Context: an optimization exercise on an open-source flow, tuned for small area, a short achievable clock period and few clock cycles per item. The choices shown serve that exercise and are no tape-out recipe.
The RTL was checked by simulation tests, not by an equivalence proof against the original design.

==> flow/design.v (excerpt) <==
module pedal_plausibility_filter (
  input  logic                 clk,
  input  logic                 rst,
  input  logic                 sample_valid,
  output logic                 sample_ready,
  input  ppf_pkg::sample_t     sample,
  output logic                 result_valid,
  input  logic                 result_ready,
  output ppf_pkg::result_t     result,
  input  logic                 cfg_valid,
  output logic                 cfg_ready,
  input  ppf_pkg::reg_index_t  cfg_index,
  input  logic [ppf_pkg::CFG_W-1:0] cfg_data
);
clock: 7.0 ns
lec_check: 0
abc_area: 1
cap_margin: 20
core_margin: 2
core_utilization: 50
cts_buf_list: sky130_fd_sc_hd__clkbuf_8
place_density: 0.65
setup_slack_margin: 1.0
slew_margin: 20
standard.sh (not shown) runs the stock make flow with config.mk's settings and CLKGATE_MAP_FILE= SYNTH_SCRIPT=/design/flow/synth_recipe.tcl, a recipe that flattens the netlist after the stock synthesis.
==> flow/flow/run.sh <==
#!/bin/bash
# The standard layout (standard synthesis, floorplan, power grid, tap
# cells, placement, CTS, routing), with each port buffered by buf_2 instead
# of the delay cell that buffer_ports picks by default.
set -euo pipefail
bash standard.sh "BUFFER_PORTS_ARGS=-buffer_cell sky130_fd_sc_hd__buf_2" finish > layout.log 2>&1
Testbench counts at the start, summed over its fixed seeds: cycles 1,664, items 1,600.
Then changed:
==> flow/run.sh (new file) <==
#!/bin/bash
# synth_recipe.tcl (not shown) runs the flow's synth.tcl, then flattens the netlist and writes it again
# the make line also repeats each setting of config.mk as NAME=value (left out here)
make -C /OpenROAD-flow-scripts/flow DESIGN_CONFIG=/design/flow/config.mk WORK_HOME=/design/flow/orfs CLKGATE_MAP_FILE= SYNTH_SCRIPT=/design/flow/synth_recipe.tcl finish
--- a/flow/config.mk
+++ b/flow/config.mk
@@ -12,4 +12,4 @@
 export CTS_BUF_LIST = sky130_fd_sc_hd__clkbuf_8
 export PLACE_DENSITY = 0.65
-export SETUP_SLACK_MARGIN = 1.0
+export SETUP_SLACK_MARGIN = 1.2
 export SLEW_MARGIN = 20
removed: flow/flow/run.sh
removed: flow/standard.sh
=> Critical path depth is higher by 2; clock-buffer cell count is unchanged; die area does not change; worst setup slack improves by 0.28 ns; fmax climbs by 5.0%; via count climbs by 0.48%.

* * *

Setup of the reference run:
pedal_plausibility_filter, a different RTL version from the one above (not shown whole).
Size: about 4,600 cells after synthesis, roughly 320 flip-flops, roughly 99 I/O pins, ~34,000 sq um of cells after synthesis.
clock: 7.0 ns
lec_check: 0
abc_area: 1
cap_margin: 20
core_margin: 2
core_utilization: 60
place_density: 0.7
setup_slack_margin: 1.6
slew_margin: 20
run.sh (not shown) runs the stock make flow with config.mk's settings and CLKGATE_MAP_FILE= SYNTH_SCRIPT=/design/flow/synth_recipe.tcl, a recipe that flattens the netlist after the stock synthesis.
Stock flow here: none of the scripts above is used.
Having completed the whole flow, the reference run delivered a layout that passed the timing, design-rule and antenna checks.
Testbench counts of the reference run, summed over its fixed seeds: cycles 1,664, items 1,600.
[inputs] the trial run vs the reference run
# the reference run
export LEC_CHECK = 0
export ABC_AREA = 1
export CAP_MARGIN = 20
export CORE_MARGIN = 2
export CORE_UTILIZATION = 60
export PLACE_DENSITY = 0.7
export SETUP_SLACK_MARGIN = 1.6
export SLEW_MARGIN = 20
create_clock -name core_clock -period 7.0 [get_ports {clk}]
# the trial run
export LEC_CHECK = 0
export ABC_AREA = 1
export CAP_MARGIN = 20
export CORE_MARGIN = 2
export CORE_UTILIZATION = 50
export CTS_BUF_LIST = sky130_fd_sc_hd__clkbuf_8
export PLACE_DENSITY = 0.65
export SETUP_SLACK_MARGIN = 0.5
export SLEW_MARGIN = 20
create_clock -name core_clock -period 7.0 [get_ports {clk}]
Notes after the runs:
Going from the reference run to the trial run, maximum clock skew at final layout decreased by 0.0042 ns relative to the old numbers, final estimated routing congestion in global placement decreased by about 0.9% relative to the old numbers, routed length per placed instance lower.

* * *

== run 1 ==
Another version of the RTL of pedal_plausibility_filter (not shown whole).
For scale: roughly 4,700 cells after synthesis.
make LEC_CHECK=0 ABC_AREA=1 CAP_MARGIN=20 CORE_MARGIN=2 CORE_UTILIZATION=50 PLACE_DENSITY=0.65 SETUP_SLACK_MARGIN=0.9 SLEW_MARGIN=20 finish   # period 7.0 ns
Run 1 completed every stage of the flow, and the final layout passed the timing, design-rule and antenna checks.
Testbench counts of run 1, summed over its fixed seeds: cycles 1,664, items 1,600.
--- input diff run 1..run 2 ---
Settings: SETUP_SLACK_MARGIN now 1.3, was 0.9.
### Flow results
Between run 1 and run 2, footprint of the multi-input gates increased. The flip-flop and latch area was comparable across run 1 and run 2. Global-route wire length before repair: run 2 worse than run 1. Instance area at placement: run 2 vs run 1, no meaningful difference.
For run 3, these inputs were changed with respect to run 2:
Settings: SETUP_SLACK_MARGIN now 0.25, was 1.3.
### Flow results
Setup slack: run 3 less than run 2
Summary of run 3 over run 2: footprint of the flip-flops and latches shrank by 40 µm²; cell area went down.
Here is what was changed in the inputs of run 4 compared with run 3.
Settings: SETUP_SLACK_MARGIN: 0.25 -> 0.9; CTS_BUF_LIST: unset -> sky130_fd_sc_hd__clkbuf_8.
==> flow/flow/run.sh (new file) <==
#!/bin/bash
# The standard layout (standard synthesis, floorplan, power grid, tap
# cells, placement, CTS, routing), with each port buffered by buf_2 instead
# of the delay cell that buffer_ports picks by default.
set -euo pipefail
bash standard.sh "BUFFER_PORTS_ARGS=-buffer_cell sky130_fd_sc_hd__buf_2" finish > layout.log 2>&1
==> flow/standard.sh (new file) <==
#!/bin/bash
# synth_recipe.tcl (not shown) runs the flow's synth.tcl, then flattens the netlist and writes it again
# the make line also repeats each setting of config.mk as NAME=value (left out here)
make -C /OpenROAD-flow-scripts/flow DESIGN_CONFIG=/design/flow/config.mk WORK_HOME=/design/flow/orfs CLKGATE_MAP_FILE= SYNTH_SCRIPT=/design/flow/synth_recipe.tcl "${@:-finish}"
removed: flow/run.sh
### Flow results
Delta(largest driver fanout on the critical path, run 4 - run 3) < 0. Run 4 ends up with higher number of CTS-inserted buffers than run 3 does. From run 3 to run 4 the numbers moved as follows: final cycle utilization of the critical path has decreased, global-route wire length before repair decreased by about 1.2% relative to the old numbers, sequential share of layout area moved down.

* * *

try-umber:
pedal_plausibility_filter with an RTL version that a note above also has.
For scale: about 320 flip-flops, roughly 99 I/O pins, roughly 0.034 mm2 of cells after synthesis.
Settings: LEC_CHECK=0, ABC_AREA=1, CAP_MARGIN=20, CORE_MARGIN=2, CORE_UTILIZATION=65, PLACE_DENSITY=0.75, SLEW_MARGIN=20; clock period 7.0 ns.
Stock flow here: none of the scripts above is used.
try-umber | status: complete | timing, DRC, antenna: pass
Testbench counts of try-umber, summed over its fixed seeds: cycles 1,664, items 1,600.
Inputs modified between try-umber and try-raven:
Settings: PLACE_DENSITY changed from 0.75 to 0.6; CORE_UTILIZATION changed from 65 to 40.
--- outcome ---
- Length of routed met3 wiring of try-raven falls short of that of try-umber by more than 10%.
- In terms of synthesized netlist cell count, try-umber and try-raven differ only marginally.
- Higher number of buffers created by CTS goes to try-raven over try-umber.
[inputs] try-cedar vs try-raven
Settings: PLACE_DENSITY: 0.6 -> 0.65; SETUP_SLACK_MARGIN: unset -> 0.5; CORE_UTILIZATION: 40 -> 50.
On final area, try-raven and try-cedar are basically level.
Between try-raven and try-cedar, the flow reports total cell area at the placement stage decreasing slightly.
As far as number of setup violations in the final report is concerned, try-raven and try-cedar perform about the same.
On filler cell count: between try-raven and try-cedar, it ends up higher for try-raven.
Between try-raven and try-cedar, the detailed-placement wirelength estimate is higher for try-raven.
try-cedar vs try-raven — clock buffer count in the final layout dropped 3.
try-cedar went all the way through synthesis, placement and routing and the layout is clean on timing, DRC and antenna.
Run comparison: try-raven classification of the worst setup path flop to output port; try-cedar classification of the worst setup path flop to flop
try-cedar vs try-raven — global-route usage rose 4.2 points.
Sort try-raven and try-cedar by fmax, descending, and try-cedar comes first.
The critical path's slowest cell comes out fa_1 in one run and clkdlybuf4s50_1 in the other, namely in try-cedar and try-raven respectively.
#### Input delta (try-yarrow over try-cedar)
Settings: SETUP_SLACK_MARGIN: 0.5 -> 1.0; CORE_UTILIZATION: 50 -> 60; PLACE_DENSITY: 0.65 -> 0.7.
### Flow results
ema_value[10] as the timing endpoint of the critical path was reported by try-cedar, and ema_value[2] by try-yarrow. Looking only at global router's overall resource usage, and setting everything else aside, the higher value of try-yarrow and try-cedar goes to try-yarrow. From try-cedar to try-yarrow the numbers moved as follows: synthesized cell count about even; placer congestion estimate climbed about 1.7%. On clock latency at the later pin of the worst-skew pair, try-cedar tracks try-yarrow almost exactly. try-cedar has lower final instance area than try-yarrow.

* * *

alpha:
pedal_plausibility_filter with an RTL version that a note above also has.
Size: ~350 flip-flops, about 99 I/O pins, roughly 34000 µm² of cells after synthesis.
==> flow/config.mk <==
export PLATFORM = sky130hd
export DESIGN_NAME = pedal_plausibility_filter
export DESIGN_NICKNAME = pedal_plausibility_filter
export VERILOG_FILES = /design/flow/design.v
export SDC_FILE = /design/flow/constraint.sdc
export NUM_CORES = 4
export LEC_CHECK = 0
export ABC_AREA = 1
export CAP_MARGIN = 20
export CORE_MARGIN = 2
export CORE_UTILIZATION = 50
export CTS_BUF_LIST = sky130_fd_sc_hd__clkbuf_8
export PLACE_DENSITY = 0.65
export SETUP_SLACK_MARGIN = 1.0
export SLEW_MARGIN = 20
==> flow/constraint.sdc <==
create_clock -name core_clock -period 7.0 [get_ports {clk}]
set_input_delay 1.4000 -clock core_clock [delete_from_list [all_inputs] [get_ports {clk}]]
set_output_delay 1.4000 -clock core_clock [all_outputs]
set_load 0.01 [all_outputs]
alpha reached the final stage; the timing, design-rule and antenna checks on its layout passed.
Testbench counts of alpha, summed over its fixed seeds: cycles 1,664, items 1,600.
## Diff of input files: beta against alpha
==> flow/flow/run.sh (new file) <==
#!/bin/bash
# The standard layout (standard synthesis, floorplan, power grid, tap
# cells, placement, CTS, routing), with each port buffered by buf_2 instead
# of the delay cell that buffer_ports picks by default.
set -euo pipefail
bash standard.sh "BUFFER_PORTS_ARGS=-buffer_cell sky130_fd_sc_hd__buf_2" finish > layout.log 2>&1
==> flow/standard.sh (new file) <==
#!/bin/bash
# synth_recipe.tcl (not shown) runs the flow's synth.tcl, then flattens the netlist and writes it again
# the make line also repeats each setting of config.mk as NAME=value (left out here)
make -C /OpenROAD-flow-scripts/flow DESIGN_CONFIG=/design/flow/config.mk WORK_HOME=/design/flow/orfs CLKGATE_MAP_FILE= SYNTH_SCRIPT=/design/flow/synth_recipe.tcl "${@:-finish}"
-- flow/config.mk --
<<< alpha, line 14
export SETUP_SLACK_MARGIN = 1.0
>>> beta, line 14
export SETUP_SLACK_MARGIN = 1.15
removed: flow/run.sh
--- outcome ---
- Between alpha and beta, the flow reports global-route wire length before repair increasing by a few percent.
- Compared with alpha, in beta growth of design area from synthesis to finish increased by 0.75 points relative to the old numbers, maximum frequency closely matched the old numbers, footprint of the multi-input gates increased by about 2.2% relative to the old numbers, final sequential cell count closely matched the old numbers.

## port drivers added, routing unchanged
No port has a modelled driver above. Below, the same layouts with a new extraction and two added sets of constraints.
Step 1 sets driving cells, clkbuf_16 on the clock port and buf_2 on the other inputs (assumed; they add their load-dependent delay and slew).
Step 2 adds t to the input delays and takes it off the output delays; t is the mean of the earliest and latest rising clock arrival at the registers after step 1. Input paths then give back, and output paths get back, about the clock's delay inside the block.
Slacks: ideal / step 1 / step 2; pairs: ideal / step 1.
run	shift t [ns]	slack for setup (ns)	worst register clock-pin slew, ns
the first run of note 1	0.679	1.086 / 1.086 / 1.086	0.07 / 0.07
the second run of note 1	0.711	1.370 / 1.370 / 1.015	0.07 / 0.07
the reference run	0.645	0.701 / 0.701 / 0.701	0.07 / 0.07
the trial run	0.698	0.758 / 0.758 / 0.758	0.08 / 0.08
run 1	0.637	1.117 / 1.058 / 0.773	0.08 / 0.08
run 2	0.644	1.220 / 1.168 / 1.113	0.07 / 0.07
run 3	0.635	0.629 / 0.629 / 0.629	0.07 / 0.07
run 4	0.732	1.106 / 1.106 / 1.106	0.08 / 0.08
try-umber	0.629	0.445 / 0.379 / 0.449	0.07 / 0.07
try-raven	0.619	0.417 / 0.358 / 0.445	0.07 / 0.07
try-cedar	0.627	0.736 / 0.736 / 0.736	0.07 / 0.07
try-yarrow	0.635	0.750 / 0.750 / 0.750	0.07 / 0.07
alpha	0.713	1.233 / 1.233 / 0.855	0.07 / 0.07
beta	0.687	1.244 / 1.244 / 1.122	0.07 / 0.07
After both steps every run listed still meets setup and hold. The setup slack of alpha, which loses most, moves by 0.000 ns with the drivers and by -0.378 ns with both steps.
